From an optimization exercise on the open Yosys and OpenROAD flow, aimed at small area, a short achievable clock period and few clock cycles per item; shortcuts taken in it are not production practice.
The RTL was checked by simulation tests, not by an equivalence proof against the original design.
Power and IR drop assume default switching activity.

==> flow/design.v (outline; a module is shown in full before it is edited, if it fits) <==
// module dvlsi_fa: 7 lines
// module dvlsi_ha: 7 lines
// module dvlsi_xor3: 6 lines
// module dvlsi_xor2: 6 lines
// module dvlsi_ao22: 6 lines
// module dvlsi_acc_mul: 259 lines
// module dvlsi_prefix: 764 lines
// module dvlsi_cpa: 10 lines
// module dvlsi_cs2bin: 6 lines
// module dvlsi_mac_acc: 98 lines
module dvlsi_mac_acc #(
  parameter int XLEN     = 64,
  parameter int ID_W     = 4,
  parameter int MUL_BITS = 4
) (
  input  logic            clk_i,
  input  logic            rst_i,
  input  logic            issue_valid_i,
  output logic            issue_ready_o,
  input  logic [31:0]     issue_instr_i,
  input  logic [ID_W-1:0] issue_id_i,
  input  logic [XLEN-1:0] issue_rs1_i,
  input  logic [XLEN-1:0] issue_rs2_i,
  output logic            issue_accept_o,
  output logic            issue_writeback_o,
  input  logic            commit_valid_i,
  input  logic [ID_W-1:0] commit_id_i,
  input  logic            commit_kill_i,
  output logic            result_valid_o,
  input  logic            result_ready_i,
  output logic [ID_W-1:0] result_id_o,
  output logic [4:0]      result_rd_o,
  output logic [XLEN-1:0] result_data_o,
  output logic            result_we_o
);
  // ...
==> flow/flow/run.sh <==
#!/bin/bash
set -euo pipefail
export BUFFER_PORTS_ARGS="-buffer_cell sky130_fd_sc_hd__buf_2"
bash standard.sh > standard.log 2>&1
==> flow/standard.sh <==
#!/bin/bash
# synth_recipe.tcl (not shown) runs the flow's synth.tcl, then flattens the netlist and writes it again
# the make line also repeats each setting of config.mk as NAME=value (left out here)
make -C /OpenROAD-flow-scripts/flow DESIGN_CONFIG=/design/flow/config.mk WORK_HOME=/design/flow/orfs CLKGATE_MAP_FILE= SYNTH_SCRIPT=/design/flow/synth_recipe.tcl "${@:-finish}"
==> flow/config.mk <==
export PLATFORM = sky130hd
export DESIGN_NAME = dvlsi_mac_acc
export DESIGN_NICKNAME = dvlsi_mac_acc
export VERILOG_FILES = /design/flow/design.v
export SDC_FILE = /design/flow/constraint.sdc
export NUM_CORES = 4
export LEC_CHECK = 0
export CAP_MARGIN = 20
export CORE_MARGIN = 2
export CORE_UTILIZATION = 40
export SETUP_SLACK_MARGIN = 3.5
export SLEW_MARGIN = 20
export SYNTH_HIERARCHICAL = 1
==> flow/constraint.sdc <==
create_clock -name core_clock -period 10.0 [get_ports {clk_i}]
set_input_delay 2.0000 -clock core_clock [delete_from_list [all_inputs] [get_ports {clk_i}]]
set_output_delay 2.0000 -clock core_clock [all_outputs]
set_load 0.01 [all_outputs]
==> qor.yml, run 1 <==
route:
  totalWireLength_mm: 204
  drtAntennaViolNets: 0
logic_synthesis:
  synth_top_area_share_pct: 37.4
  synth_top_family_by_area: "adder cells"
  synthFlopType: "edfxtp_1"
  synthDistinctLibCells: 72
  synth_area_leaders: "fa_1 37%, xor2_1 19%, a22o_1 18%, edfxtp_1 7.9%, ha_1 3.8%"
  synth_fp_nets: 5511
  synth_xor_area_share_pct: 20.6
cts:
  cts_root_buf: "clkbuf_16"
  clockBufferDepth: 3
  clock_sinks: 205
  post_cts_buffers: 42
outcome:
  outcome: "timing/DRC/antenna clean"
floorplanning:
  core_area_um2: 128000
  start_util_pct: 40.3
cells_and_area:
  final_nets: 5842
  postLayoutCellArea_um2: 57900
setup_path:
  cp_slowest_cell: "buf_2"
  rrSetupSlack_ps: 5550
  r2r-end: "r_t[126]"
pwr:
  p_seq_share_pct: 11.8
  p_leak_nw: 24.8
  p_comb_share_pct: 83.9
  switching_share_pct: 47.0
sta:
  drv_slew: 0
  finalCriticalPeriod_ps: 6510
  hold_violations: 0
  report.final.setup_viol: 0
placement:
  numPortBuffers: 234
global_routing:
  grt.busiest_layer: "met2"
Testbench counts, summed over its fixed seeds: cycles 4,800, items 2,400.
==> run 2: changes to the inputs <==
--- a/flow/design.v
+++ b/flow/design.v
@@ -14,16 +14,22 @@
 endmodule
 module dvlsi_ha #(parameter int N = 1) (
   input  logic [N-1:0] a, b,
   output logic [N-1:0] s, co
 );
   assign s  = a ^ b;
   assign co = a & b;
 endmodule
+module dvlsi_maj3 #(parameter int N = 1) (
+  input  logic [N-1:0] a, b, c,
+  output logic [N-1:0] y
+);
+  assign y = (a & b) | (a & c) | (b & c);
+endmodule
 module dvlsi_xor3 #(parameter int N = 1) (
   input  logic [N-1:0] a, b, c,
   output logic [N-1:0] y
 );
   assign y = a ^ b ^ c;
 endmodule
 module dvlsi_xor2 #(parameter int N = 1) (
   input  logic [N-1:0] a, b,
@@ -154,23 +160,27 @@
   dvlsi_xor2 #(.N(1)) u_xor2_l1 (.a({pp14[35]}), .b({pp15[33]}), .y({t[77]}));
   dvlsi_xor3 #(.N(10)) u_xor3_l1 (.a({pp28[7], pp25[13], pp22[19], pp19[25], pp16[31], pp11[41], pp8[47], pp5[53], pp2[59], c[63]}), .b({pp29[5], pp26[11], pp23[17], pp20[23], pp17[29], pp12[39], pp9[45], pp6[51], pp3[57], pp0[63]}), .c({pp30[3], pp27[9], pp24[15], pp21[21], pp18[27], pp13[37], pp10[43], pp7[49], pp4[55], pp1[61]}), .y({t[460], t[459], t[458], t[457], t[456], t[76], t[75], t[74], t[73], t[72]}));
   dvlsi_fa #(.N(238)) u_fa_l2 (.a({t[1831], t[1830], t[1603], pp3[0], t[1597], t[1596], t[1312], t[1298], t[1290], t[1292], t[1284], pp6[0], t[1285], pp4[3], t[1278], pp3[3], t[1276], t[1275], t[1008], t[1000], t[992], t[984], t[976], t[975], t[968], t[967], t[960], t[958], t[953], t[945], pp11[0], t[935], t[928], pp10[1], t[927], t[933], pp9[2], t[918], t[920], t[912], pp9[0], t[913], pp7[3], t[906], pp6[3], t[904], t[903], t[718], t[706], t[694], t[682], t[670], t[669], t[658], t[657], t[646], t[645], t[634], t[628], t[622], t[625], t[616], t[610], t[613], t[604], t[598], t[599], t[592], t[586], t[587], t[580], t[574], t[579], t[573], t[568], t[565], t[554], t[553], t[540], pp17[0], t[539], t[532], t[526], pp16[1], t[527], t[520], t[535], pp15[2], t[515], t[508], t[514], t[505], t[498], pp15[0], t[494], t[503], pp13[3], t[486], t[488], t[478], pp13[1], t[481], pp12[2], t[472], pp12[0], t[466], t[465], t[444], t[438], t[427], t[421], t[426], t[420], t[409], t[403], t[408], t[402], t[391], t[385], t[388], t[379], t[373], t[367], t[376], t[370], t[361], t[355], t[349], t[358], t[352], t[343], t[337], t[331], t[338], t[332], t[325], t[319], t[313], t[320], t[314], t[307], t[301], t[295], t[306], t[300], t[294], t[289], t[283], t[286], t[280], t[269], t[263], t[268], t[262], t[249], t[243], pp26[0], t[248], t[242], t[235], t[229], t[223], pp25[1], t[230], t[224], t[217], t[211], t[238], pp24[2], t[212], t[206], t[199], t[193], t[205], t[196], t[190], t[183], t[177], pp24[0], t[180], t[173], t[167], t[188], pp22[3], t[166], t[159], t[153], t[161], t[152], t[145], t[139], pp22[1], t[140], t[133], t[148], pp21[2], t[128], t[121], t[127], t[118], t[111], pp21[0], t[107], t[116], pp19[3], t[99], t[101], t[91], pp19[1], t[94], pp18[2], t[85], pp18[0], t[79], t[78], t[62], t[55], t[70], pp30[2], t[50], t[43], t[49], t[40], t[33], pp30[0], t[29], t[38], pp28[3], t[21], t[23], t[13], pp28[1], t[16], pp27[2], t[7], pp27[0], t[1], t[0]}), .b({pp1[1], pp0[2], t[1606], t[1599], pp1[3], pp0[4], t[1314], t[1294], t[1293], t[1297], t[1287], t[1286], t[1280], pp5[1], t[1281], pp4[1], pp1[7], pp0[8], t[1015], t[1007], t[994], t[986], t[978], t[977], t[970], t[969], t[962], t[959], t[955], t[947], t[942], t[937], t[930], t[934], t[929], t[922], pp10[0], t[921], t[925], t[915], t[914], t[908], pp8[1], t[909], pp7[1], pp1[13], pp0[14], t[729], t[717], t[696], t[684], t[672], t[671], t[660], t[659], t[648], t[647], t[636], t[633], t[624], t[627], t[621], t[612], t[615], t[609], t[600], t[601], t[594], t[588], t[589], t[582], t[576], t[581], t[575], t[570], t[567], t[556], t[555], t[542], t[548], t[541], t[534], t[528], t[536], t[529], t[522], t[516], pp16[0], t[517], t[510], t[523], t[507], t[500], t[504], t[497], t[490], pp14[1], t[489], t[495], t[480], t[482], t[474], pp13[0], t[475], t[468], pp1[21], pp0[22], t[446], t[440], t[429], t[423], t[428], t[422], t[411], t[405], t[410], t[404], t[393], t[387], t[390], t[384], t[375], t[369], t[378], t[372], t[366], t[357], t[351], t[360], t[354], t[348], t[339], t[333], t[340], t[334], t[327], t[321], t[315], t[322], t[316], t[309], t[303], t[297], t[308], t[302], t[296], t[291], t[285], t[288], t[282], t[271], t[265], t[270], t[264], t[251], t[245], t[257], t[250], t[244], t[237], t[231], t[225], t[239], t[232], t[226], t[219], t[213], t[207], pp25[0], t[214], t[208], t[201], t[195], t[220], t[198], t[192], t[185], t[179], t[189], t[182], t[176], t[169], t[163], pp23[1], t[168], t[162], t[155], t[174], t[154], t[147], t[141], t[149], t[142], t[135], t[129], pp22[0], t[130], t[123], t[136], t[120], t[113], t[117], t[110], t[103], pp20[1], t[102], t[108], t[93], t[95], t[87], pp19[0], t[88], t[81], pp1[33], pp0[34], t[64], t[57], t[51], pp31[0], t[52], t[45], t[58], t[42], t[35], t[39], t[32], t[25], pp29[1], t[24], t[30], t[15], t[17], t[9], pp28[0], t[10], t[3], pp1[51], pp0[52]}), .c({t[1832], pp1[0], t[1601], t[1602], pp2[1], pp1[2], t[1317], t[1296], t[1295], t[1288], t[1289], t[1291], t[1283], t[1282], t[1279], t[1277], pp2[5], pp1[6], t[521], t[511], t[999], t[991], t[983], t[479], t[972], t[971], t[964], t[961], t[957], t[949], t[936], t[939], t[932], t[941], t[931], t[924], t[926], t[923], t[916], t[917], t[919], t[911], t[910], t[907], t[905], pp2[11], pp1[12], t[218], t[202], t[705], t[693], t[681], t[146], t[662], t[661], t[650], t[649], t[638], t[635], t[626], t[106], t[623], t[614], t[98], t[611], t[602], t[603], t[597], t[590], t[591], t[585], t[578], t[82], t[577], t[572], t[569], t[558], t[557], t[544], t[538], t[543], t[537], t[530], t[547], t[531], t[525], t[518], t[524], t[519], t[512], t[506], t[509], t[502], t[513], t[499], t[492], t[496], t[491], t[484], t[483], t[487], t[477], t[476], t[470], t[471], pp2[19], pp1[20], t[68], t[442], t[431], t[425], t[430], t[424], t[413], t[407], t[412], t[406], t[395], t[389], t[392], t[386], t[377], t[371], t[28], t[374], t[368], t[359], t[353], t[20], t[356], t[350], t[341], t[335], t[342], t[336], t[330], t[323], t[317], t[324], t[318], t[312], t[305], t[299], t[4], t[304], t[298], t[293], t[287], t[290], t[284], t[273], t[267], t[272], t[266], t[253], t[247], t[241], t[252], t[246], t[240], t[233], t[227], t[256], t[234], t[228], t[222], t[215], t[209], t[221], t[216], t[210], t[203], t[197], t[191], t[200], t[194], t[187], t[181], t[204], t[184], t[178], t[171], t[165], t[175], t[170], t[164], t[157], t[151], t[156], t[150], t[143], t[160], t[144], t[138], t[131], t[137], t[132], t[125], t[119], t[122], t[115], t[126], t[112], t[105], t[109], t[104], t[97], t[96], t[100], t[90], t[89], t[83], t[84], pp2[31], pp1[32], t[66], t[60], t[53], t[59], t[54], t[47], t[41], t[44], t[37], t[48], t[34], t[27], t[31], t[26], t[19], t[18], t[22], t[12], t[11], t[5], t[6], pp2[49], pp1[50]}), .s({t[1959], t[1957], t[1840], t[1838], t[1836], t[1834], t[1644], t[1632], t[1630], t[1628], t[1626], t[1624], t[1622], t[1620], t[1618], t[1614], t[1612], t[1608], t[1401], t[1395], t[1389], t[1383], t[1377], t[1373], t[1371], t[1367], t[1365], t[1361], t[1357], t[1351], t[1347], t[1345], t[1343], t[1341], t[1339], t[1337], t[1335], t[1333], t[1331], t[1327], t[1325], t[1321], t[1319], t[1315], t[1309], t[1305], t[1299], t[1159], t[1151], t[1143], t[1135], t[1127], t[1121], t[1119], t[1113], t[1111], t[1105], t[1103], t[1097], t[1095], t[1091], t[1089], t[1087], t[1083], t[1081], t[1079], t[1075], t[1073], t[1071], t[1067], t[1065], t[1063], t[1061], t[1059], t[1057], t[1053], t[1049], t[1045], t[1041], t[1039], t[1037], t[1035], t[1033], t[1031], t[1029], t[1027], t[1025], t[1023], t[1021], t[1019], t[1017], t[1013], t[1011], t[1009], t[1005], t[1003], t[1001], t[997], t[995], t[989], t[987], t[981], t[979], t[973], t[965], t[951], t[943], t[891], t[889], t[887], t[885], t[879], t[877], t[875], t[873], t[867], t[865], t[863], t[861], t[855], t[853], t[851], t[849], t[845], t[843], t[841], t[839], t[837], t[833], t[831], t[829], t[827], t[825], t[821], t[819], t[817], t[815], t[813], t[809], t[807], t[805], t[803], t[801], t[799], t[797], t[795], t[793], t[791], t[787], t[785], t[781], t[779], t[775], t[773], t[769], t[767], t[765], t[763], t[761], t[759], t[757], t[755], t[753], t[751], t[749], t[747], t[745], t[743], t[741], t[739], t[737], t[735], t[733], t[731], t[727], t[725], t[723], t[721], t[719], t[715], t[713], t[711], t[709], t[707], t[703], t[701], t[699], t[697], t[691], t[689], t[687], t[685], t[679], t[677], t[675], t[673], t[667], t[665], t[663], t[655], t[653], t[651], t[643], t[641], t[639], t[631], t[629], t[619], t[617], t[607], t[605], t[595], t[583], t[561], t[549], t[454], t[452], t[450], t[448], t[436], t[434], t[432], t[418], t[416], t[414], t[400], t[398], t[396], t[382], t[380], t[364], t[362], t[346], t[344], t[328], t[310], t[276], t[258]}), .co({t[1960], t[1958], t[1841], t[1839], t[1837], t[1835], t[1645], t[1633], t[1631], t[1629], t[1627], t[1625], t[1623], t[1621], t[1619], t[1615], t[1613], t[1609], t[1402], t[1396], t[1390], t[1384], t[1378], t[1374], t[1372], t[1368], t[1366], t[1362], t[1358], t[1352], t[1348], t[1346], t[1344], t[1342], t[1340], t[1338], t[1336], t[1334], t[1332], t[1328], t[1326], t[1322], t[1320], t[1316], t[1310], t[1306], t[1300], t[1160], t[1152], t[1144], t[1136], t[1128], t[1122], t[1120], t[1114], t[1112], t[1106], t[1104], t[1098], t[1096], t[1092], t[1090], t[1088], t[1084], t[1082], t[1080], t[1076], t[1074], t[1072], t[1068], t[1066], t[1064], t[1062], t[1060], t[1058], t[1054], t[1050], t[1046], t[1042], t[1040], t[1038], t[1036], t[1034], t[1032], t[1030], t[1028], t[1026], t[1024], t[1022], t[1020], t[1018], t[1014], t[1012], t[1010], t[1006], t[1004], t[1002], t[998], t[996], t[990], t[988], t[982], t[980], t[974], t[966], t[952], t[944], t[892], t[890], t[888], t[886], t[880], t[878], t[876], t[874], t[868], t[866], t[864], t[862], t[856], t[854], t[852], t[850], t[846], t[844], t[842], t[840], t[838], t[834], t[832], t[830], t[828], t[826], t[822], t[820], t[818], t[816], t[814], t[810], t[808], t[806], t[804], t[802], t[800], t[798], t[796], t[794], t[792], t[788], t[786], t[782], t[780], t[776], t[774], t[770], t[768], t[766], t[764], t[762], t[760], t[758], t[756], t[754], t[752], t[750], t[748], t[746], t[744], t[742], t[740], t[738], t[736], t[734], t[732], t[728], t[726], t[724], t[722], t[720], t[716], t[714], t[712], t[710], t[708], t[704], t[702], t[700], t[698], t[692], t[690], t[688], t[686], t[680], t[678], t[676], t[674], t[668], t[666], t[664], t[656], t[654], t[652], t[644], t[642], t[640], t[632], t[630], t[620], t[618], t[608], t[606], t[596], t[584], t[562], t[550], t[455], t[453], t[451], t[449], t[437], t[435], t[433], t[419], t[417], t[415], t[401], t[399], t[397], t[383], t[381], t[365], t[363], t[347], t[345], t[329], t[311], t[277], t[259]}));
   dvlsi_xor3 #(.N(7)) u_xor3_l2 (.a({t[457], t[445], t[439], t[73], t[67], t[61], pp31[1]}), .b({t[458], t[447], t[441], t[74], t[69], t[63], t[71]}), .c({t[459], t[456], t[443], t[75], t[72], t[65], t[77]}), .y({t[899], t[898], t[897], t[464], t[463], t[462], t[461]}));
   dvlsi_fa #(.N(156)) u_fa_l3 (.a({t[1604], t[1837], t[1598], pp2[0], t[1629], t[1625], t[1621], t[1617], t[1613], t[1609], t[1607], t[1372], t[1366], t[1342], t[1340], t[1336], t[1334], t[1330], t[1328], t[1324], t[1325], t[1318], t[1319], t[1313], t[1306], t[1305], t[1300], t[1299], t[1152], t[1144], t[1136], t[1128], t[1120], t[1112], t[1104], t[1096], t[1095], t[1088], t[1087], t[1080], t[1079], t[1072], t[1071], t[1064], t[1062], t[1057], t[571], t[1036], t[559], t[1033], t[1026], t[545], t[1025], t[1018], t[1016], t[1017], t[1010], t[1006], t[1002], t[998], t[501], t[990], t[993], t[987], t[985], t[979], t[473], t[963], t[952], t[948], t[467], t[938], t[889], t[880], t[874], t[877], t[868], t[862], t[865], t[856], t[850], t[851], t[844], t[838], t[839], t[832], t[826], t[827], t[820], t[814], t[815], t[808], t[802], t[805], t[801], t[796], t[793], t[292], t[764], t[758], t[274], t[757], t[750], t[744], t[254], t[745], t[738], t[732], t[730], t[733], t[726], t[720], t[721], t[712], t[708], t[709], t[700], t[186], t[697], t[688], t[695], t[680], t[685], t[683], t[668], t[673], t[656], t[134], t[642], t[124], t[630], t[637], t[618], t[606], t[92], t[593], t[562], t[560], t[80], t[546], t[437], t[448], t[419], t[56], t[399], t[46], t[381], t[394], t[363], t[345], t[14], t[326], t[277], t[275], t[2], t[255]}), .b({t[1839], t[1600], t[1835], t[1833], t[1631], t[1627], t[1624], t[1620], t[1616], t[1611], t[1605], t[1374], t[1368], t[1344], t[1343], t[1341], t[1337], t[1335], t[1331], t[1329], t[1322], t[1323], t[1316], t[1310], t[1308], t[1307], t[1302], t[1301], t[1159], t[1151], t[1143], t[1135], t[1122], t[1114], t[1106], t[1098], t[1097], t[1090], t[1089], t[1082], t[1081], t[1074], t[1073], t[1066], t[1063], t[1059], t[1040], t[1038], t[1032], t[1035], t[1028], t[1024], t[1027], t[1020], t[533], t[1019], t[1012], t[1011], t[1009], t[1003], t[1001], t[995], t[493], t[982], t[485], t[974], t[966], t[469], t[954], t[950], t[944], t[940], t[891], t[885], t[876], t[879], t[873], t[864], t[867], t[861], t[852], t[853], t[846], t[840], t[841], t[834], t[828], t[829], t[822], t[816], t[817], t[810], t[804], t[807], t[803], t[798], t[795], t[766], t[765], t[760], t[754], t[759], t[752], t[746], t[742], t[747], t[740], t[734], t[236], t[735], t[728], t[722], t[723], t[714], t[719], t[711], t[702], t[707], t[699], t[690], t[172], t[687], t[676], t[158], t[675], t[664], t[663], t[652], t[644], t[640], t[632], t[114], t[620], t[617], t[605], t[86], t[564], t[561], t[550], t[549], t[450], t[433], t[432], t[415], t[401], t[397], t[383], t[36], t[365], t[362], t[344], t[8], t[279], t[276], t[259], t[258]}), .c({t[1840], t[1838], t[1836], t[1834], t[1632], t[1628], t[1623], t[1619], t[1615], t[1612], t[1608], t[1377], t[1371], t[1346], t[1345], t[1338], t[1339], t[1332], t[1333], t[1326], t[1327], t[1320], t[1321], t[1315], t[1311], t[1309], t[1304], t[1303], t[739], t[727], t[715], t[703], t[1127], t[1119], t[1111], t[1103], t[643], t[1092], t[1091], t[1084], t[1083], t[1076], t[1075], t[1068], t[595], t[1061], t[1042], t[1039], t[1034], t[1037], t[1030], t[1031], t[1029], t[1022], t[1023], t[1021], t[1014], t[1013], t[1004], t[1005], t[996], t[997], t[988], t[989], t[980], t[981], t[973], t[965], t[956], t[951], t[946], t[943], t[454], t[887], t[878], t[436], t[875], t[866], t[418], t[863], t[854], t[855], t[849], t[842], t[843], t[837], t[830], t[831], t[825], t[818], t[819], t[813], t[806], t[809], t[328], t[800], t[797], t[768], t[767], t[762], t[756], t[761], t[755], t[748], t[753], t[749], t[743], t[736], t[741], t[737], t[731], t[724], t[725], t[716], t[710], t[713], t[704], t[698], t[701], t[692], t[686], t[689], t[678], t[674], t[677], t[666], t[665], t[654], t[653], t[651], t[641], t[639], t[629], t[608], t[596], t[584], t[566], t[563], t[552], t[551], t[452], t[435], t[434], t[417], t[416], t[414], t[398], t[396], t[380], t[347], t[329], t[311], t[281], t[278], t[261], t[260]}), .s({t[1967], t[1965], t[1963], t[1961], t[1854], t[1852], t[1850], t[1848], t[1846], t[1844], t[1842], t[1684], t[1680], t[1664], t[1662], t[1660], t[1658], t[1656], t[1654], t[1652], t[1650], t[1648], t[1646], t[1642], t[1640], t[1638], t[1636], t[1634], t[1509], t[1503], t[1497], t[1491], t[1485], t[1479], t[1473], t[1467], t[1463], t[1461], t[1457], t[1455], t[1451], t[1449], t[1445], t[1443], t[1439], t[1435], t[1425], t[1421], t[1419], t[1417], t[1415], t[1413], t[1411], t[1409], t[1407], t[1405], t[1403], t[1399], t[1397], t[1393], t[1391], t[1387], t[1385], t[1381], t[1379], t[1375], t[1369], t[1363], t[1359], t[1355], t[1353], t[1349], t[1267], t[1265], t[1263], t[1259], t[1257], t[1255], t[1251], t[1249], t[1247], t[1243], t[1241], t[1239], t[1235], t[1233], t[1231], t[1227], t[1225], t[1223], t[1219], t[1217], t[1215], t[1213], t[1211], t[1209], t[1205], t[1191], t[1187], t[1185], t[1183], t[1181], t[1179], t[1177], t[1175], t[1173], t[1171], t[1169], t[1167], t[1165], t[1163], t[1161], t[1157], t[1155], t[1153], t[1149], t[1147], t[1145], t[1141], t[1139], t[1137], t[1133], t[1131], t[1129], t[1125], t[1123], t[1117], t[1115], t[1109], t[1107], t[1101], t[1099], t[1093], t[1085], t[1077], t[1069], t[1055], t[1051], t[1047], t[1043], t[895], t[893], t[883], t[881], t[871], t[869], t[859], t[857], t[847], t[835], t[823], t[811], t[789], t[783], t[777], t[771]}), .co({t[1968], t[1966], t[1964], t[1962], t[1855], t[1853], t[1851], t[1849], t[1847], t[1845], t[1843], t[1685], t[1681], t[1665], t[1663], t[1661], t[1659], t[1657], t[1655], t[1653], t[1651], t[1649], t[1647], t[1643], t[1641], t[1639], t[1637], t[1635], t[1510], t[1504], t[1498], t[1492], t[1486], t[1480], t[1474], t[1468], t[1464], t[1462], t[1458], t[1456], t[1452], t[1450], t[1446], t[1444], t[1440], t[1436], t[1426], t[1422], t[1420], t[1418], t[1416], t[1414], t[1412], t[1410], t[1408], t[1406], t[1404], t[1400], t[1398], t[1394], t[1392], t[1388], t[1386], t[1382], t[1380], t[1376], t[1370], t[1364], t[1360], t[1356], t[1354], t[1350], t[1268], t[1266], t[1264], t[1260], t[1258], t[1256], t[1252], t[1250], t[1248], t[1244], t[1242], t[1240], t[1236], t[1234], t[1232], t[1228], t[1226], t[1224], t[1220], t[1218], t[1216], t[1214], t[1212], t[1210], t[1206], t[1192], t[1188], t[1186], t[1184], t[1182], t[1180], t[1178], t[1176], t[1174], t[1172], t[1170], t[1168], t[1166], t[1164], t[1162], t[1158], t[1156], t[1154], t[1150], t[1148], t[1146], t[1142], t[1140], t[1138], t[1134], t[1132], t[1130], t[1126], t[1124], t[1118], t[1116], t[1110], t[1108], t[1102], t[1100], t[1094], t[1086], t[1078], t[1070], t[1056], t[1052], t[1048], t[1044], t[896], t[894], t[884], t[882], t[872], t[870], t[860], t[858], t[848], t[836], t[824], t[812], t[790], t[784], t[778], t[772]}));
   dvlsi_xor3 #(.N(5)) u_xor3_l3 (.a({t[892], t[886], t[455], t[461], t[460]}), .b({t[897], t[888], t[462], t[451], t[76]}), .c({t[898], t[890], t[463], t[453], t[449]}), .y({t[1272], t[1271], t[902], t[901], t[900]}));
   dvlsi_fa #(.N(107)) u_fa_l4 (.a({t[1634], t[1630], t[1626], t[1622], t[1845], t[1614], t[1610], t[1661], t[1657], t[1653], t[1649], t[1645], t[1641], t[1637], t[1633], t[1462], t[1456], t[1450], t[1444], t[1420], t[1414], t[1412], t[1408], t[1406], t[1402], t[1400], t[1396], t[1397], t[1390], t[1391], t[1384], t[1385], t[1378], t[1379], t[1373], t[1367], t[1360], t[1359], t[1354], t[1353], t[1348], t[1347], t[1263], t[1256], t[1255], t[1248], t[1247], t[1240], t[1239], t[1232], t[1231], t[1224], t[1223], t[1216], t[823], t[1209], t[787], t[1180], t[775], t[1177], t[1170], t[763], t[1166], t[1162], t[1160], t[1158], t[1154], t[1150], t[1146], t[1142], t[1138], t[1134], t[1130], t[1126], t[691], t[1118], t[1121], t[1110], t[1113], t[1107], t[1105], t[1099], t[631], t[619], t[607], t[1065], t[1056], t[1052], t[583], t[1049], t[1044], t[1041], t[882], t[870], t[858], t[400], t[845], t[833], t[821], t[790], t[788], t[782], t[310], t[781], t[776], t[770], t[769]}), .b({t[1853], t[1851], t[1849], t[1847], t[1618], t[1843], t[1841], t[1663], t[1660], t[1656], t[1652], t[1648], t[1644], t[1640], t[1635], t[1464], t[1458], t[1452], t[1446], t[1422], t[1416], t[1415], t[1413], t[1409], t[1407], t[1403], t[1401], t[1394], t[1395], t[1388], t[1389], t[1382], t[1383], t[1376], t[1370], t[1364], t[1362], t[1361], t[1356], t[1355], t[1350], t[1349], t[1265], t[1258], t[1257], t[1250], t[1249], t[1242], t[1241], t[1234], t[1233], t[1226], t[1225], t[1218], t[1214], t[1211], t[1184], t[1183], t[1176], t[1179], t[1172], t[1168], t[1171], t[1164], t[751], t[1163], t[1156], t[1155], t[1148], t[1147], t[1140], t[1139], t[1137], t[1131], t[1129], t[1123], t[679], t[1115], t[667], t[1102], t[655], t[1094], t[1086], t[1078], t[1070], t[1067], t[1058], t[1054], t[1048], t[1051], t[1046], t[1043], t[884], t[872], t[869], t[857], t[382], t[364], t[346], t[792], t[789], t[784], t[778], t[783], t[777], t[772], t[771]}), .c({t[1854], t[1852], t[1850], t[1848], t[1846], t[1844], t[1842], t[1664], t[1659], t[1655], t[1651], t[1647], t[1643], t[1639], t[1636], t[1467], t[1461], t[1455], t[1449], t[1425], t[1419], t[1417], t[1410], t[1411], t[1404], t[1405], t[1398], t[1399], t[1392], t[1393], t[1386], t[1387], t[1380], t[1381], t[1375], t[1369], t[1365], t[1363], t[1358], t[1357], t[1352], t[1351], t[1267], t[1260], t[883], t[1252], t[871], t[1244], t[859], t[1236], t[847], t[1228], t[835], t[1220], t[1215], t[1213], t[1186], t[1182], t[1178], t[1181], t[1174], t[1175], t[1173], t[1169], t[1167], t[1165], t[1161], t[1157], t[1153], t[1149], t[1145], t[1141], t[1132], t[1133], t[1124], t[1125], t[1116], t[1117], t[1108], t[1109], t[1100], t[1101], t[1093], t[1085], t[1077], t[1069], t[1060], t[1055], t[1050], t[1053], t[1047], t[1045], t[893], t[881], t[860], t[848], t[836], t[824], t[812], t[794], t[791], t[786], t[780], t[785], t[779], t[774], t[773]}), .s({t[1981], t[1979], t[1977], t[1975], t[1973], t[1971], t[1969], t[1870], t[1868], t[1866], t[1864], t[1862], t[1860], t[1858], t[1856], t[1744], t[1740], t[1736], t[1732], t[1716], t[1712], t[1710], t[1708], t[1706], t[1704], t[1702], t[1700], t[1698], t[1696], t[1694], t[1692], t[1690], t[1688], t[1686], t[1682], t[1678], t[1676], t[1674], t[1672], t[1670], t[1668], t[1666], t[1589], t[1587], t[1583], t[1581], t[1577], t[1575], t[1571], t[1569], t[1565], t[1563], t[1559], t[1557], t[1553], t[1549], t[1533], t[1529], t[1527], t[1525], t[1523], t[1521], t[1519], t[1517], t[1515], t[1513], t[1511], t[1507], t[1505], t[1501], t[1499], t[1495], t[1493], t[1489], t[1487], t[1483], t[1481], t[1477], t[1475], t[1471], t[1469], t[1465], t[1459], t[1453], t[1447], t[1441], t[1437], t[1433], t[1431], t[1429], t[1427], t[1423], t[1269], t[1261], t[1253], t[1245], t[1237], t[1229], t[1221], t[1207], t[1203], t[1201], t[1199], t[1197], t[1195], t[1193], t[1189]}), .co({t[1982], t[1980], t[1978], t[1976], t[1974], t[1972], t[1970], t[1871], t[1869], t[1867], t[1865], t[1863], t[1861], t[1859], t[1857], t[1745], t[1741], t[1737], t[1733], t[1717], t[1713], t[1711], t[1709], t[1707], t[1705], t[1703], t[1701], t[1699], t[1697], t[1695], t[1693], t[1691], t[1689], t[1687], t[1683], t[1679], t[1677], t[1675], t[1673], t[1671], t[1669], t[1667], t[1590], t[1588], t[1584], t[1582], t[1578], t[1576], t[1572], t[1570], t[1566], t[1564], t[1560], t[1558], t[1554], t[1550], t[1534], t[1530], t[1528], t[1526], t[1524], t[1522], t[1520], t[1518], t[1516], t[1514], t[1512], t[1508], t[1506], t[1502], t[1500], t[1496], t[1494], t[1490], t[1488], t[1484], t[1482], t[1478], t[1476], t[1472], t[1470], t[1466], t[1460], t[1454], t[1448], t[1442], t[1438], t[1434], t[1432], t[1430], t[1428], t[1424], t[1270], t[1262], t[1254], t[1246], t[1238], t[1230], t[1222], t[1208], t[1204], t[1202], t[1200], t[1198], t[1196], t[1194], t[1190]}));
   dvlsi_xor3 #(.N(4)) u_xor3_l4 (.a({t[1271], t[1264], t[894], t[899]}), .b({t[1272], t[1266], t[896], t[464]}), .c({t[902], t[1268], t[901], t[900]}), .y({t[1594], t[1593], t[1274], t[1273]}));
-  dvlsi_fa #(.N(73)) u_fa_l5 (.a({t[1666], t[1662], t[1658], t[1654], t[1650], t[1646], t[1857], t[1638], t[1709], t[1705], t[1701], t[1697], t[1693], t[1689], t[1685], t[1681], t[1677], t[1673], t[1669], t[1665], t[1582], t[1576], t[1570], t[1564], t[1558], t[1528], t[1522], t[1520], t[1516], t[1517], t[1510], t[1511], t[1504], t[1505], t[1498], t[1499], t[1492], t[1493], t[1486], t[1487], t[1480], t[1481], t[1474], t[1475], t[1468], t[1469], t[1463], t[1457], t[1451], t[1445], t[1438], t[1437], t[1432], t[1430], t[1426], t[1424], t[1418], t[895], t[1259], t[1251], t[1243], t[1235], t[1227], t[1217], t[1208], t[1204], t[811], t[1201], t[1196], t[799], t[1193], t[1188], t[1185]}), .b({t[1869], t[1867], t[1865], t[1863], t[1861], t[1859], t[1642], t[1855], t[1712], t[1708], t[1704], t[1700], t[1696], t[1692], t[1688], t[1684], t[1680], t[1676], t[1671], t[1667], t[1584], t[1578], t[1572], t[1566], t[1560], t[1530], t[1524], t[1523], t[1521], t[1514], t[1515], t[1508], t[1509], t[1502], t[1503], t[1496], t[1497], t[1490], t[1491], t[1484], t[1485], t[1478], t[1479], t[1472], t[1473], t[1466], t[1460], t[1454], t[1448], t[1442], t[1440], t[1439], t[1434], t[1433], t[1428], t[1427], t[1421], t[1262], t[1254], t[1246], t[1238], t[1230], t[1222], t[1219], t[1210], t[1207], t[1200], t[1203], t[1199], t[1192], t[1195], t[1191], t[1187]}), .c({t[1870], t[1868], t[1866], t[1864], t[1862], t[1860], t[1858], t[1856], t[1711], t[1707], t[1703], t[1699], t[1695], t[1691], t[1687], t[1683], t[1679], t[1675], t[1672], t[1668], t[1587], t[1581], t[1575], t[1569], t[1563], t[1533], t[1527], t[1525], t[1518], t[1519], t[1512], t[1513], t[1506], t[1507], t[1500], t[1501], t[1494], t[1495], t[1488], t[1489], t[1482], t[1483], t[1476], t[1477], t[1470], t[1471], t[1465], t[1459], t[1453], t[1447], t[1443], t[1441], t[1436], t[1435], t[1431], t[1429], t[1423], t[1269], t[1261], t[1253], t[1245], t[1237], t[1229], t[1221], t[1212], t[1206], t[1202], t[1205], t[1198], t[1194], t[1197], t[1190], t[1189]}), .s({t[1997], t[1995], t[1993], t[1991], t[1989], t[1987], t[1985], t[1983], t[1894], t[1892], t[1890], t[1888], t[1886], t[1884], t[1882], t[1880], t[1878], t[1876], t[1874], t[1872], t[1824], t[1820], t[1816], t[1812], t[1808], t[1788], t[1784], t[1782], t[1780], t[1778], t[1776], t[1774], t[1772], t[1770], t[1768], t[1766], t[1764], t[1762], t[1760], t[1758], t[1756], t[1754], t[1752], t[1750], t[1748], t[1746], t[1742], t[1738], t[1734], t[1730], t[1728], t[1726], t[1724], t[1722], t[1720], t[1718], t[1714], t[1591], t[1585], t[1579], t[1573], t[1567], t[1561], t[1555], t[1551], t[1547], t[1545], t[1543], t[1541], t[1539], t[1537], t[1535], t[1531]}), .co({t[1998], t[1996], t[1994], t[1992], t[1990], t[1988], t[1986], t[1984], t[1895], t[1893], t[1891], t[1889], t[1887], t[1885], t[1883], t[1881], t[1879], t[1877], t[1875], t[1873], t[1825], t[1821], t[1817], t[1813], t[1809], t[1789], t[1785], t[1783], t[1781], t[1779], t[1777], t[1775], t[1773], t[1771], t[1769], t[1767], t[1765], t[1763], t[1761], t[1759], t[1757], t[1755], t[1753], t[1751], t[1749], t[1747], t[1743], t[1739], t[1735], t[1731], t[1729], t[1727], t[1725], t[1723], t[1721], t[1719], t[1715], t[1592], t[1586], t[1580], t[1574], t[1568], t[1562], t[1556], t[1552], t[1548], t[1546], t[1544], t[1542], t[1540], t[1538], t[1536], t[1532]}));
+  dvlsi_xor3 #(.N(73)) u_fa_l5_s (.a({t[1666], t[1662], t[1658], t[1654], t[1650], t[1646], t[1857], t[1638], t[1709], t[1705], t[1701], t[1697], t[1693], t[1689], t[1685], t[1681], t[1677], t[1673], t[1669], t[1665], t[1582], t[1576], t[1570], t[1564], t[1558], t[1528], t[1522], t[1520], t[1516], t[1517], t[1510], t[1511], t[1504], t[1505], t[1498], t[1499], t[1492], t[1493], t[1486], t[1487], t[1480], t[1481], t[1474], t[1475], t[1468], t[1469], t[1463], t[1457], t[1451], t[1445], t[1438], t[1437], t[1432], t[1430], t[1426], t[1424], t[1418], t[895], t[1259], t[1251], t[1243], t[1235], t[1227], t[1217], t[1208], t[1204], t[811], t[1201], t[1196], t[799], t[1193], t[1188], t[1185]}), .b({t[1869], t[1867], t[1865], t[1863], t[1861], t[1859], t[1642], t[1855], t[1712], t[1708], t[1704], t[1700], t[1696], t[1692], t[1688], t[1684], t[1680], t[1676], t[1671], t[1667], t[1584], t[1578], t[1572], t[1566], t[1560], t[1530], t[1524], t[1523], t[1521], t[1514], t[1515], t[1508], t[1509], t[1502], t[1503], t[1496], t[1497], t[1490], t[1491], t[1484], t[1485], t[1478], t[1479], t[1472], t[1473], t[1466], t[1460], t[1454], t[1448], t[1442], t[1440], t[1439], t[1434], t[1433], t[1428], t[1427], t[1421], t[1262], t[1254], t[1246], t[1238], t[1230], t[1222], t[1219], t[1210], t[1207], t[1200], t[1203], t[1199], t[1192], t[1195], t[1191], t[1187]}), .c({t[1870], t[1868], t[1866], t[1864], t[1862], t[1860], t[1858], t[1856], t[1711], t[1707], t[1703], t[1699], t[1695], t[1691], t[1687], t[1683], t[1679], t[1675], t[1672], t[1668], t[1587], t[1581], t[1575], t[1569], t[1563], t[1533], t[1527], t[1525], t[1518], t[1519], t[1512], t[1513], t[1506], t[1507], t[1500], t[1501], t[1494], t[1495], t[1488], t[1489], t[1482], t[1483], t[1476], t[1477], t[1470], t[1471], t[1465], t[1459], t[1453], t[1447], t[1443], t[1441], t[1436], t[1435], t[1431], t[1429], t[1423], t[1269], t[1261], t[1253], t[1245], t[1237], t[1229], t[1221], t[1212], t[1206], t[1202], t[1205], t[1198], t[1194], t[1197], t[1190], t[1189]}), .y({t[1997], t[1995], t[1993], t[1991], t[1989], t[1987], t[1985], t[1983], t[1894], t[1892], t[1890], t[1888], t[1886], t[1884], t[1882], t[1880], t[1878], t[1876], t[1874], t[1872], t[1824], t[1820], t[1816], t[1812], t[1808], t[1788], t[1784], t[1782], t[1780], t[1778], t[1776], t[1774], t[1772], t[1770], t[1768], t[1766], t[1764], t[1762], t[1760], t[1758], t[1756], t[1754], t[1752], t[1750], t[1748], t[1746], t[1742], t[1738], t[1734], t[1730], t[1728], t[1726], t[1724], t[1722], t[1720], t[1718], t[1714], t[1591], t[1585], t[1579], t[1573], t[1567], t[1561], t[1555], t[1551], t[1547], t[1545], t[1543], t[1541], t[1539], t[1537], t[1535], t[1531]}));
+  dvlsi_maj3 #(.N(73)) u_fa_l5_c (.a({t[1666], t[1662], t[1658], t[1654], t[1650], t[1646], t[1857], t[1638], t[1709], t[1705], t[1701], t[1697], t[1693], t[1689], t[1685], t[1681], t[1677], t[1673], t[1669], t[1665], t[1582], t[1576], t[1570], t[1564], t[1558], t[1528], t[1522], t[1520], t[1516], t[1517], t[1510], t[1511], t[1504], t[1505], t[1498], t[1499], t[1492], t[1493], t[1486], t[1487], t[1480], t[1481], t[1474], t[1475], t[1468], t[1469], t[1463], t[1457], t[1451], t[1445], t[1438], t[1437], t[1432], t[1430], t[1426], t[1424], t[1418], t[895], t[1259], t[1251], t[1243], t[1235], t[1227], t[1217], t[1208], t[1204], t[811], t[1201], t[1196], t[799], t[1193], t[1188], t[1185]}), .b({t[1869], t[1867], t[1865], t[1863], t[1861], t[1859], t[1642], t[1855], t[1712], t[1708], t[1704], t[1700], t[1696], t[1692], t[1688], t[1684], t[1680], t[1676], t[1671], t[1667], t[1584], t[1578], t[1572], t[1566], t[1560], t[1530], t[1524], t[1523], t[1521], t[1514], t[1515], t[1508], t[1509], t[1502], t[1503], t[1496], t[1497], t[1490], t[1491], t[1484], t[1485], t[1478], t[1479], t[1472], t[1473], t[1466], t[1460], t[1454], t[1448], t[1442], t[1440], t[1439], t[1434], t[1433], t[1428], t[1427], t[1421], t[1262], t[1254], t[1246], t[1238], t[1230], t[1222], t[1219], t[1210], t[1207], t[1200], t[1203], t[1199], t[1192], t[1195], t[1191], t[1187]}), .c({t[1870], t[1868], t[1866], t[1864], t[1862], t[1860], t[1858], t[1856], t[1711], t[1707], t[1703], t[1699], t[1695], t[1691], t[1687], t[1683], t[1679], t[1675], t[1672], t[1668], t[1587], t[1581], t[1575], t[1569], t[1563], t[1533], t[1527], t[1525], t[1518], t[1519], t[1512], t[1513], t[1506], t[1507], t[1500], t[1501], t[1494], t[1495], t[1488], t[1489], t[1482], t[1483], t[1476], t[1477], t[1470], t[1471], t[1465], t[1459], t[1453], t[1447], t[1443], t[1441], t[1436], t[1435], t[1431], t[1429], t[1423], t[1269], t[1261], t[1253], t[1245], t[1237], t[1229], t[1221], t[1212], t[1206], t[1202], t[1205], t[1198], t[1194], t[1197], t[1190], t[1189]}), .y({t[1998], t[1996], t[1994], t[1992], t[1990], t[1988], t[1986], t[1984], t[1895], t[1893], t[1891], t[1889], t[1887], t[1885], t[1883], t[1881], t[1879], t[1877], t[1875], t[1873], t[1825], t[1821], t[1817], t[1813], t[1809], t[1789], t[1785], t[1783], t[1781], t[1779], t[1777], t[1775], t[1773], t[1771], t[1769], t[1767], t[1765], t[1763], t[1761], t[1759], t[1757], t[1755], t[1753], t[1751], t[1749], t[1747], t[1743], t[1739], t[1735], t[1731], t[1729], t[1727], t[1725], t[1723], t[1721], t[1719], t[1715], t[1592], t[1586], t[1580], t[1574], t[1568], t[1562], t[1556], t[1552], t[1548], t[1546], t[1544], t[1542], t[1540], t[1538], t[1536], t[1532]}));
   dvlsi_xor3 #(.N(2)) u_xor3_l5 (.a({t[1588], t[1273]}), .b({t[1590], t[1270]}), .c({t[1593], t[1274]}), .y({t[1828], t[1595]}));
-  dvlsi_fa #(.N(45)) u_fa_l6 (.a({t[1714], t[1710], t[1706], t[1702], t[1698], t[1694], t[1690], t[1686], t[1682], t[1875], t[1674], t[1670], t[1781], t[1777], t[1773], t[1769], t[1765], t[1761], t[1757], t[1753], t[1749], t[1745], t[1741], t[1737], t[1733], t[1729], t[1725], t[1721], t[1717], t[1713], t[1589], t[1583], t[1577], t[1571], t[1565], t[1559], t[1552], t[1550], t[1546], t[1544], t[1540], t[1538], t[1534], t[1532], t[1526]}), .b({t[1893], t[1891], t[1889], t[1887], t[1885], t[1883], t[1881], t[1879], t[1877], t[1678], t[1873], t[1871], t[1784], t[1780], t[1776], t[1772], t[1768], t[1764], t[1760], t[1756], t[1752], t[1748], t[1744], t[1740], t[1736], t[1732], t[1728], t[1723], t[1720], t[1716], t[1586], t[1580], t[1574], t[1568], t[1562], t[1556], t[1554], t[1553], t[1548], t[1547], t[1542], t[1541], t[1536], t[1535], t[1529]}), .c({t[1894], t[1892], t[1890], t[1888], t[1886], t[1884], t[1882], t[1880], t[1878], t[1876], t[1874], t[1872], t[1783], t[1779], t[1775], t[1771], t[1767], t[1763], t[1759], t[1755], t[1751], t[1747], t[1743], t[1739], t[1735], t[1731], t[1727], t[1724], t[1719], t[1715], t[1591], t[1585], t[1579], t[1573], t[1567], t[1561], t[1557], t[1555], t[1551], t[1549], t[1545], t[1543], t[1539], t[1537], t[1531]}), .s({t[2021], t[2019], t[2017], t[2015], t[2013], t[2011], t[2009], t[2007], t[2005], t[2003], t[2001], t[1999], t[1930], t[1928], t[1926], t[1924], t[1922], t[1920], t[1918], t[1916], t[1914], t[1912], t[1910], t[1908], t[1906], t[1904], t[1902], t[1900], t[1898], t[1896], t[1826], t[1822], t[1818], t[1814], t[1810], t[1806], t[1804], t[1802], t[1800], t[1798], t[1796], t[1794], t[1792], t[1790], t[1786]}), .co({t[2022], t[2020], t[2018], t[2016], t[2014], t[2012], t[2010], t[2008], t[2006], t[2004], t[2002], t[2000], t[1931], t[1929], t[1927], t[1925], t[1923], t[1921], t[1919], t[1917], t[1915], t[1913], t[1911], t[1909], t[1907], t[1905], t[1903], t[1901], t[1899], t[1897], t[1827], t[1823], t[1819], t[1815], t[1811], t[1807], t[1805], t[1803], t[1801], t[1799], t[1797], t[1795], t[1793], t[1791], t[1787]}));
+  dvlsi_xor3 #(.N(45)) u_fa_l6_s (.a({t[1714], t[1710], t[1706], t[1702], t[1698], t[1694], t[1690], t[1686], t[1682], t[1875], t[1674], t[1670], t[1781], t[1777], t[1773], t[1769], t[1765], t[1761], t[1757], t[1753], t[1749], t[1745], t[1741], t[1737], t[1733], t[1729], t[1725], t[1721], t[1717], t[1713], t[1589], t[1583], t[1577], t[1571], t[1565], t[1559], t[1552], t[1550], t[1546], t[1544], t[1540], t[1538], t[1534], t[1532], t[1526]}), .b({t[1893], t[1891], t[1889], t[1887], t[1885], t[1883], t[1881], t[1879], t[1877], t[1678], t[1873], t[1871], t[1784], t[1780], t[1776], t[1772], t[1768], t[1764], t[1760], t[1756], t[1752], t[1748], t[1744], t[1740], t[1736], t[1732], t[1728], t[1723], t[1720], t[1716], t[1586], t[1580], t[1574], t[1568], t[1562], t[1556], t[1554], t[1553], t[1548], t[1547], t[1542], t[1541], t[1536], t[1535], t[1529]}), .c({t[1894], t[1892], t[1890], t[1888], t[1886], t[1884], t[1882], t[1880], t[1878], t[1876], t[1874], t[1872], t[1783], t[1779], t[1775], t[1771], t[1767], t[1763], t[1759], t[1755], t[1751], t[1747], t[1743], t[1739], t[1735], t[1731], t[1727], t[1724], t[1719], t[1715], t[1591], t[1585], t[1579], t[1573], t[1567], t[1561], t[1557], t[1555], t[1551], t[1549], t[1545], t[1543], t[1539], t[1537], t[1531]}), .y({t[2021], t[2019], t[2017], t[2015], t[2013], t[2011], t[2009], t[2007], t[2005], t[2003], t[2001], t[1999], t[1930], t[1928], t[1926], t[1924], t[1922], t[1920], t[1918], t[1916], t[1914], t[1912], t[1910], t[1908], t[1906], t[1904], t[1902], t[1900], t[1898], t[1896], t[1826], t[1822], t[1818], t[1814], t[1810], t[1806], t[1804], t[1802], t[1800], t[1798], t[1796], t[1794], t[1792], t[1790], t[1786]}));
+  dvlsi_maj3 #(.N(45)) u_fa_l6_c (.a({t[1714], t[1710], t[1706], t[1702], t[1698], t[1694], t[1690], t[1686], t[1682], t[1875], t[1674], t[1670], t[1781], t[1777], t[1773], t[1769], t[1765], t[1761], t[1757], t[1753], t[1749], t[1745], t[1741], t[1737], t[1733], t[1729], t[1725], t[1721], t[1717], t[1713], t[1589], t[1583], t[1577], t[1571], t[1565], t[1559], t[1552], t[1550], t[1546], t[1544], t[1540], t[1538], t[1534], t[1532], t[1526]}), .b({t[1893], t[1891], t[1889], t[1887], t[1885], t[1883], t[1881], t[1879], t[1877], t[1678], t[1873], t[1871], t[1784], t[1780], t[1776], t[1772], t[1768], t[1764], t[1760], t[1756], t[1752], t[1748], t[1744], t[1740], t[1736], t[1732], t[1728], t[1723], t[1720], t[1716], t[1586], t[1580], t[1574], t[1568], t[1562], t[1556], t[1554], t[1553], t[1548], t[1547], t[1542], t[1541], t[1536], t[1535], t[1529]}), .c({t[1894], t[1892], t[1890], t[1888], t[1886], t[1884], t[1882], t[1880], t[1878], t[1876], t[1874], t[1872], t[1783], t[1779], t[1775], t[1771], t[1767], t[1763], t[1759], t[1755], t[1751], t[1747], t[1743], t[1739], t[1735], t[1731], t[1727], t[1724], t[1719], t[1715], t[1591], t[1585], t[1579], t[1573], t[1567], t[1561], t[1557], t[1555], t[1551], t[1549], t[1545], t[1543], t[1539], t[1537], t[1531]}), .y({t[2022], t[2020], t[2018], t[2016], t[2014], t[2012], t[2010], t[2008], t[2006], t[2004], t[2002], t[2000], t[1931], t[1929], t[1927], t[1925], t[1923], t[1921], t[1919], t[1917], t[1915], t[1913], t[1911], t[1909], t[1907], t[1905], t[1903], t[1901], t[1899], t[1897], t[1827], t[1823], t[1819], t[1815], t[1811], t[1807], t[1805], t[1803], t[1801], t[1799], t[1797], t[1795], t[1793], t[1791], t[1787]}));
   dvlsi_xor3 #(.N(1)) u_xor3_l6 (.a({t[1594]}), .b({t[1592]}), .c({t[1595]}), .y({t[1829]}));
-  dvlsi_fa #(.N(28)) u_fa_l7 (.a({t[1786], t[1782], t[1778], t[1774], t[1770], t[1766], t[1762], t[1758], t[1754], t[1750], t[1746], t[1742], t[1738], t[1734], t[1901], t[1726], t[1722], t[1718], t[1821], t[1817], t[1813], t[1809], t[1805], t[1801], t[1797], t[1793], t[1789], t[1785]}), .b({t[1929], t[1927], t[1925], t[1923], t[1921], t[1919], t[1917], t[1915], t[1913], t[1911], t[1909], t[1907], t[1905], t[1903], t[1730], t[1899], t[1897], t[1895], t[1824], t[1820], t[1816], t[1812], t[1808], t[1804], t[1800], t[1796], t[1792], t[1788]}), .c({t[1930], t[1928], t[1926], t[1924], t[1922], t[1920], t[1918], t[1916], t[1914], t[1912], t[1910], t[1908], t[1906], t[1904], t[1902], t[1900], t[1898], t[1896], t[1823], t[1819], t[1815], t[1811], t[1807], t[1803], t[1799], t[1795], t[1791], t[1787]}), .s({t[2057], t[2055], t[2053], t[2051], t[2049], t[2047], t[2045], t[2043], t[2041], t[2039], t[2037], t[2035], t[2033], t[2031], t[2029], t[2027], t[2025], t[2023], t[1950], t[1948], t[1946], t[1944], t[1942], t[1940], t[1938], t[1936], t[1934], t[1932]}), .co({t[2058], t[2056], t[2054], t[2052], t[2050], t[2048], t[2046], t[2044], t[2042], t[2040], t[2038], t[2036], t[2034], t[2032], t[2030], t[2028], t[2026], t[2024], t[1951], t[1949], t[1947], t[1945], t[1943], t[1941], t[1939], t[1937], t[1935], t[1933]}));
+  dvlsi_xor3 #(.N(28)) u_fa_l7_s (.a({t[1786], t[1782], t[1778], t[1774], t[1770], t[1766], t[1762], t[1758], t[1754], t[1750], t[1746], t[1742], t[1738], t[1734], t[1901], t[1726], t[1722], t[1718], t[1821], t[1817], t[1813], t[1809], t[1805], t[1801], t[1797], t[1793], t[1789], t[1785]}), .b({t[1929], t[1927], t[1925], t[1923], t[1921], t[1919], t[1917], t[1915], t[1913], t[1911], t[1909], t[1907], t[1905], t[1903], t[1730], t[1899], t[1897], t[1895], t[1824], t[1820], t[1816], t[1812], t[1808], t[1804], t[1800], t[1796], t[1792], t[1788]}), .c({t[1930], t[1928], t[1926], t[1924], t[1922], t[1920], t[1918], t[1916], t[1914], t[1912], t[1910], t[1908], t[1906], t[1904], t[1902], t[1900], t[1898], t[1896], t[1823], t[1819], t[1815], t[1811], t[1807], t[1803], t[1799], t[1795], t[1791], t[1787]}), .y({t[2057], t[2055], t[2053], t[2051], t[2049], t[2047], t[2045], t[2043], t[2041], t[2039], t[2037], t[2035], t[2033], t[2031], t[2029], t[2027], t[2025], t[2023], t[1950], t[1948], t[1946], t[1944], t[1942], t[1940], t[1938], t[1936], t[1934], t[1932]}));
+  dvlsi_maj3 #(.N(28)) u_fa_l7_c (.a({t[1786], t[1782], t[1778], t[1774], t[1770], t[1766], t[1762], t[1758], t[1754], t[1750], t[1746], t[1742], t[1738], t[1734], t[1901], t[1726], t[1722], t[1718], t[1821], t[1817], t[1813], t[1809], t[1805], t[1801], t[1797], t[1793], t[1789], t[1785]}), .b({t[1929], t[1927], t[1925], t[1923], t[1921], t[1919], t[1917], t[1915], t[1913], t[1911], t[1909], t[1907], t[1905], t[1903], t[1730], t[1899], t[1897], t[1895], t[1824], t[1820], t[1816], t[1812], t[1808], t[1804], t[1800], t[1796], t[1792], t[1788]}), .c({t[1930], t[1928], t[1926], t[1924], t[1922], t[1920], t[1918], t[1916], t[1914], t[1912], t[1910], t[1908], t[1906], t[1904], t[1902], t[1900], t[1898], t[1896], t[1823], t[1819], t[1815], t[1811], t[1807], t[1803], t[1799], t[1795], t[1791], t[1787]}), .y({t[2058], t[2056], t[2054], t[2052], t[2050], t[2048], t[2046], t[2044], t[2042], t[2040], t[2038], t[2036], t[2034], t[2032], t[2030], t[2028], t[2026], t[2024], t[1951], t[1949], t[1947], t[1945], t[1943], t[1941], t[1939], t[1937], t[1935], t[1933]}));
   dvlsi_xor3 #(.N(1)) u_xor3_l7 (.a({t[1825]}), .b({t[1828]}), .c({t[1827]}), .y({t[1952]}));
-  dvlsi_fa #(.N(10)) u_fa_l8 (.a({t[1826], t[1822], t[1818], t[1814], t[1810], t[1806], t[1802], t[1798], t[1794], t[1790]}), .b({t[1949], t[1947], t[1945], t[1943], t[1941], t[1939], t[1937], t[1935], t[1933], t[1931]}), .c({t[1950], t[1948], t[1946], t[1944], t[1942], t[1940], t[1938], t[1936], t[1934], t[1932]}), .s({t[2077], t[2075], t[2073], t[2071], t[2069], t[2067], t[2065], t[2063], t[2061], t[2059]}), .co({t[2078], t[2076], t[2074], t[2072], t[2070], t[2068], t[2066], t[2064], t[2062], t[2060]}));
+  dvlsi_xor3 #(.N(10)) u_fa_l8_s (.a({t[1826], t[1822], t[1818], t[1814], t[1810], t[1806], t[1802], t[1798], t[1794], t[1790]}), .b({t[1949], t[1947], t[1945], t[1943], t[1941], t[1939], t[1937], t[1935], t[1933], t[1931]}), .c({t[1950], t[1948], t[1946], t[1944], t[1942], t[1940], t[1938], t[1936], t[1934], t[1932]}), .y({t[2077], t[2075], t[2073], t[2071], t[2069], t[2067], t[2065], t[2063], t[2061], t[2059]}));
+  dvlsi_maj3 #(.N(10)) u_fa_l8_c (.a({t[1826], t[1822], t[1818], t[1814], t[1810], t[1806], t[1802], t[1798], t[1794], t[1790]}), .b({t[1949], t[1947], t[1945], t[1943], t[1941], t[1939], t[1937], t[1935], t[1933], t[1931]}), .c({t[1950], t[1948], t[1946], t[1944], t[1942], t[1940], t[1938], t[1936], t[1934], t[1932]}), .y({t[2078], t[2076], t[2074], t[2072], t[2070], t[2068], t[2066], t[2064], t[2062], t[2060]}));
   dvlsi_xor3 #(.N(1)) u_xor3_l8 (.a({t[1829]}), .b({t[1951]}), .c({t[1952]}), .y({t[2079]}));
   assign o[0] = t[1953];
   assign o[64] = pp0[0];
   assign o[1] = t[1954];
   assign o[65] = t[1955];
   assign o[2] = t[1956];
   assign o[66] = t[1957];
   assign o[3] = t[1958];
==> flow/config.mk (replaced) <==
export PLATFORM = sky130hd
export DESIGN_NAME = dvlsi_mac_acc
export DESIGN_NICKNAME = dvlsi_mac_acc
export VERILOG_FILES = /design/flow/design.v
export SDC_FILE = /design/flow/constraint.sdc
export NUM_CORES = 4
export LEC_CHECK = 0
export CAP_MARGIN = 20
export CORE_MARGIN = 2
export CORE_UTILIZATION = 40
export SETUP_SLACK_MARGIN = 4
export SLEW_MARGIN = 20
export SYNTH_HIERARCHICAL = 1
==> run 2 against run 1 <==
Compared with the run above: still clean; utilization up 1.0 points; global-route usage down 0.38 points; clock power down 8%; area after synthesis up 4.3%; register-to-register slack better by 360 ps; total power up 41%; final cell count up 5.2%; hold slack worse by 4.9 ps; clock skew up 21 ps; critical path type is now reg2out; largest cell class unchanged.
==> qor.yml, run 2 <==
outcome:
  outcome: "timing/DRC/antenna clean"
global_routing:
  grt.met3_usage_pct: 5.47
  grt_pass1_wl_mm: 300
  grtUsageMet1_pct: 39.7
  antenna_found_initial: 19
  gr-total-overflow: 0
  grt_pass1_vias: 44029
  grt.busiest_layer: "met2"
  grtUsageMet2_pct: 47.3
  grtUsageTotal_pct: 29.9
  grt_max_degree: 76
floorplanning:
  io_pins: 252
  row_count: 134
  core_area_um2: 133000  # +4.5%
  die_area_um2: 137000
  start_util_pct: 40.2  # -0.087 points
  die_w_um: 370
  die_h_um: 370
job:
  drv_cap: 0
setup_path:
  crit_top_cell: "buf_12"
  crit_type: "reg2out"
  cp_data_required_time_ps: 8000
  crit_path_max_fanout: 3
  cp-end-kind: "output pin"
  cp_slowest_cell: "edfxtp_1"
  crit_path_start_kind: "register"
  cp.arrival_ps: 4550
  cpLargestDelayFamily: "compound AO/OA/AOI/OAI gates"
  critical_path.max_stage_delay_ps: 440
  cp_num_buf_inv: 6
  crit_chain: "ha_4 > a21o_1 > a31o_4 > a221o_2 > a31oi_4 > buf_4 > buf_6 > o211a_4 > nor2_4 > a41oi_4 > buf_12 > buf_12 > buf_12 > o21ai_2 > a21o_1 > xor2_2 > mux2_2 > buf_2"
logic_synthesis:
  synthFlopType: "edfxtp_1"
  muxShareOfSynthArea_pct: 1.43
  synth_commonest_cells: "1124 x xor2_1, 1056 x a22o_1, 805 x fa_1"
  synth_top_area_share_pct: 30.0  # -7.4 points
  ys_ff_latch: 205
  yosysTopAreaCell: "fa_1"
  synthCells: 4351
  synth_xor_area_share_pct: 26.7  # +6.1 points
  yosysWarnings: 7
  synth_fp_nets: 5488  # -0.42%
  yosysMostFrequentCell: "xor2_1"
  synth_top_family_by_area: "adder cells"
  synthAdderAreaFrac_pct: 37.0
  synthDistinctLibCells: 68  # -5.6%
  avgSynthCellArea_um2: 12.3
  syn_area_um2: 53600
  yosysSeqAreaShare_pct: 10.2
  synthSimpleGateAreaFrac_pct: 2.33
  synth-compound-area-share_pct: 20.9
  synth-edff-count: 135
  synth_area_leaders: "fa_1 30%, xor2_1 18%, a22o_1 17%, xor3_1 8.3%, edfxtp_1 7.6%"
  async_reset_ff_share_pct: 0
sta:
  drv_slew: 0  # unchanged
  fin_crit_sh_pct: 65.5
  fin_tns_setup_ps: 0
  report.final.setup_viol: 0  # unchanged
  final.setup_skew_ps: 53.7
  hold_violations: 0  # unchanged
  tightest_slew_ps: 992
  max_freq_mhz: 153
  max-slew-margin-rel_pct: 33.9
  rsz0062_at_grt: "true"
  finalCriticalPeriod_ps: 6550  # +40.4 ps
cells_and_area:
  multiInputGateArea_um2: 48900
  n_fill_cell: 12245
  largest_register: "r_t"
  most-common-layout-cells: "1096 x xor2_1, 1055 x a22o_1, 750 x fa_1"
  largest_reg_flops: 128
  fin_util_pct: 46.4
  postLayoutCellArea_um2: 61800  # +6.8%
  fin_cells: 6562
  final_nets: 5901  # +1.0%
  final_common_cell: "xor2_1"
  reg_top3: "r_t: 128 flops, r_acc: 64 flops, r_rd: 5 flops"
  syn_to_final_growth_pct: 15.3
  seqCellArea_um2: 5460
  final_layout_size_suffix_gt1_share_pct: 20.7
cts:
  clk_latency_ps: 650
  clockBufferDepth: 3  # unchanged
  cts_tree: "done"
  clkTransAtPathRegs_ps: 80
  clock_sinks: 205  # unchanged
  holdBufCountCts: 0
  cts-buffers-inserted: 27
  cts_root_buf: "clkbuf_16"
  h-tree-depth: 1
placement:
  dp.cells: 6346
  dp.final_hpwl_mm: 160
  numPortBuffers: 234  # unchanged
  dpl_cell_area_um2: 57400
  place.gp.congestion: 0.944
route:
  wl_per_cell_um: 31.9
  totalWireLength_mm: 210  # +3.0%
  drtPass1Iterations: 6
  drtAntennaViolNets: 0  # unchanged
  vias: 41993
  avgViaCountPerCell: 6.40
  dr.first_iter.drc_count: 4645
  route.detailed.drc: 0
pwr:
  power.total_mw: 35.3
  vdd_drop_max_v: 0.000957
  power_density_nw_per_um2: 570
  p_leak_nw: 27.0  # +9.2%
hold_path:
  hold_class: "reg2reg"
[run 2: cell types whose count changed in the layout (fill, tap and decap cells not counted), moves of 14 or more]
cell | before | now
maj3_2 | 0 | 156
xor2_1 | 1120 | 1096
a21o_1 | 38 | 52
fa_1 | 900 | 750
mux2_2 | 62 | 42
xor2_2 | 4 | 23
mux2_4 | 0 | 21
buf_2 | 204 | 165
xor3_1 | 31 | 184
buf_4 | 111 | 172
buf_6 | 15 | 52
[run 2: tightest hold or removal path, cell delays in order (launching register included)]
cell,delay [ps]
dfxtp_1,320
mux2i_1,90
inv_1,60
[run 2: power by group]
part | total [mW] | internal, mW | switching [mW]
registers | 2.93 | 2.84 | 0.0915
logic | 31.3 | 18.2 | 13.1
clock network | 1.00 | 0.552 | 0.451
total | 35.3 | 21.6 | 13.7
[run 2: what timing repair did]
action	in CTS	in global routing
setup buffers	100	34
pin swaps	58	53
endpoints found under the setup margin	115	65
gates resized for setup	259	101
cloned	19	4
[run 2: metal layers]
layer | part of all wire [%] | up-vias
li1 | - | 17148
met1 | 40 | 21988
met2 | 45 | 2311
met3 | 9.0 | 538
met4 | 5.6 | 8
met5 | 0.025 | -
[run 2: through the flow]
stage	setup slack (ps)	hold WS, ps
floorplan	3530	490
global placement	2540	486
detailed placement	2520	497
CTS	3470	510
global route	3380	531
finish	3450	504
[run 2: path summary, 6_finish.rpt]
check | depth (start not counted) | slack [ps] | endpoint | from
hold / removal | 2 | 500 | r_id[2] | r_id[2]
hold reg to reg | 2 | 500 | r_id[2] | r_id[2]
setup / recovery | 18 | 3450 | result_data_o[55] | r_t[1]
setup reg to reg | 9 | 5910 | r_t[127] | r_acc[59]
[run 2: area by class of cell]
cell class	instances	area share [%]
inverters	13	0.103
repair buffers	468	6.91
flip-flops and latches	205	8.83
multi-input cells	4049	79.2
well taps	1768	3.58
diodes	9	0.0364
clock buffers	43	1.31
clock inverters	7	0.0789
[run 2: Yosys stat by module, one instance, submodules excluded, a selection]
| module | cell area [um^2] | times used | cells | flops+latches |
|---|---|---|---|---|
| dvlsi_mac_acc | 7700 | 1 | 460 | 205 |
| dvlsi_prefix | 1790 | 1 | 282 | 0 |
| dvlsi_acc_mul | 1160 | 1 | 157 | 0 |
[run 2: cell families (layout without fill, tap and decap cells)]
| group | after synthesis | count (layout) |
|---|---|---|
| other cells | 1 | 10 |
| compound gates | 1289 | 1301 |
| xor+xnor | 1312 | 1312 |
| mux | 68 | 68 |
| fa+ha+maj | 1119 | 1119 |
| simple gates | 247 | 248 |
| flops | 205 | 205 |
| buf+inv | 110 | 531 |
Testbench counts of run 2, summed over its fixed seeds: cycles 4,800, items 2,400.

what the ideal ports hide:
How much do the figures lean on ideal ports? The routed layouts below were timed once more, with nothing changed but the port constraints. Step 1, drivers: a clkbuf_16 drives clk_i and a buf_2 each remaining input, both assumed. Step 2, shift: input delay + t, output delay - t, t = (earliest + latest rising clock arrival at the registers) / 2. This alone moves slack from input paths to output paths. Three values: ideal ports, drivers, drivers and shift; two values: the first two.
| run | shift t [ns] | slack for setup (ns) | hold slack, ns | worst setup path after step 2 | clock arrival spread, ns |
|---|---|---|---|---|---|
| run 1 | 0.652 | 3.491 / 3.365 / 2.713 | 0.509 / 0.509 / 0.509 | input to register | 0.033 / 0.032 |
| run 2 | 0.703 | 3.450 / 3.375 / 3.162 | 0.504 / 0.504 / 0.504 | input to register | 0.054 / 0.054 |
After both steps every run listed still meets setup and hold. The setup slack of run 1, which loses most, moves by -0.126 ns with the drivers and by -0.778 ns with both steps.
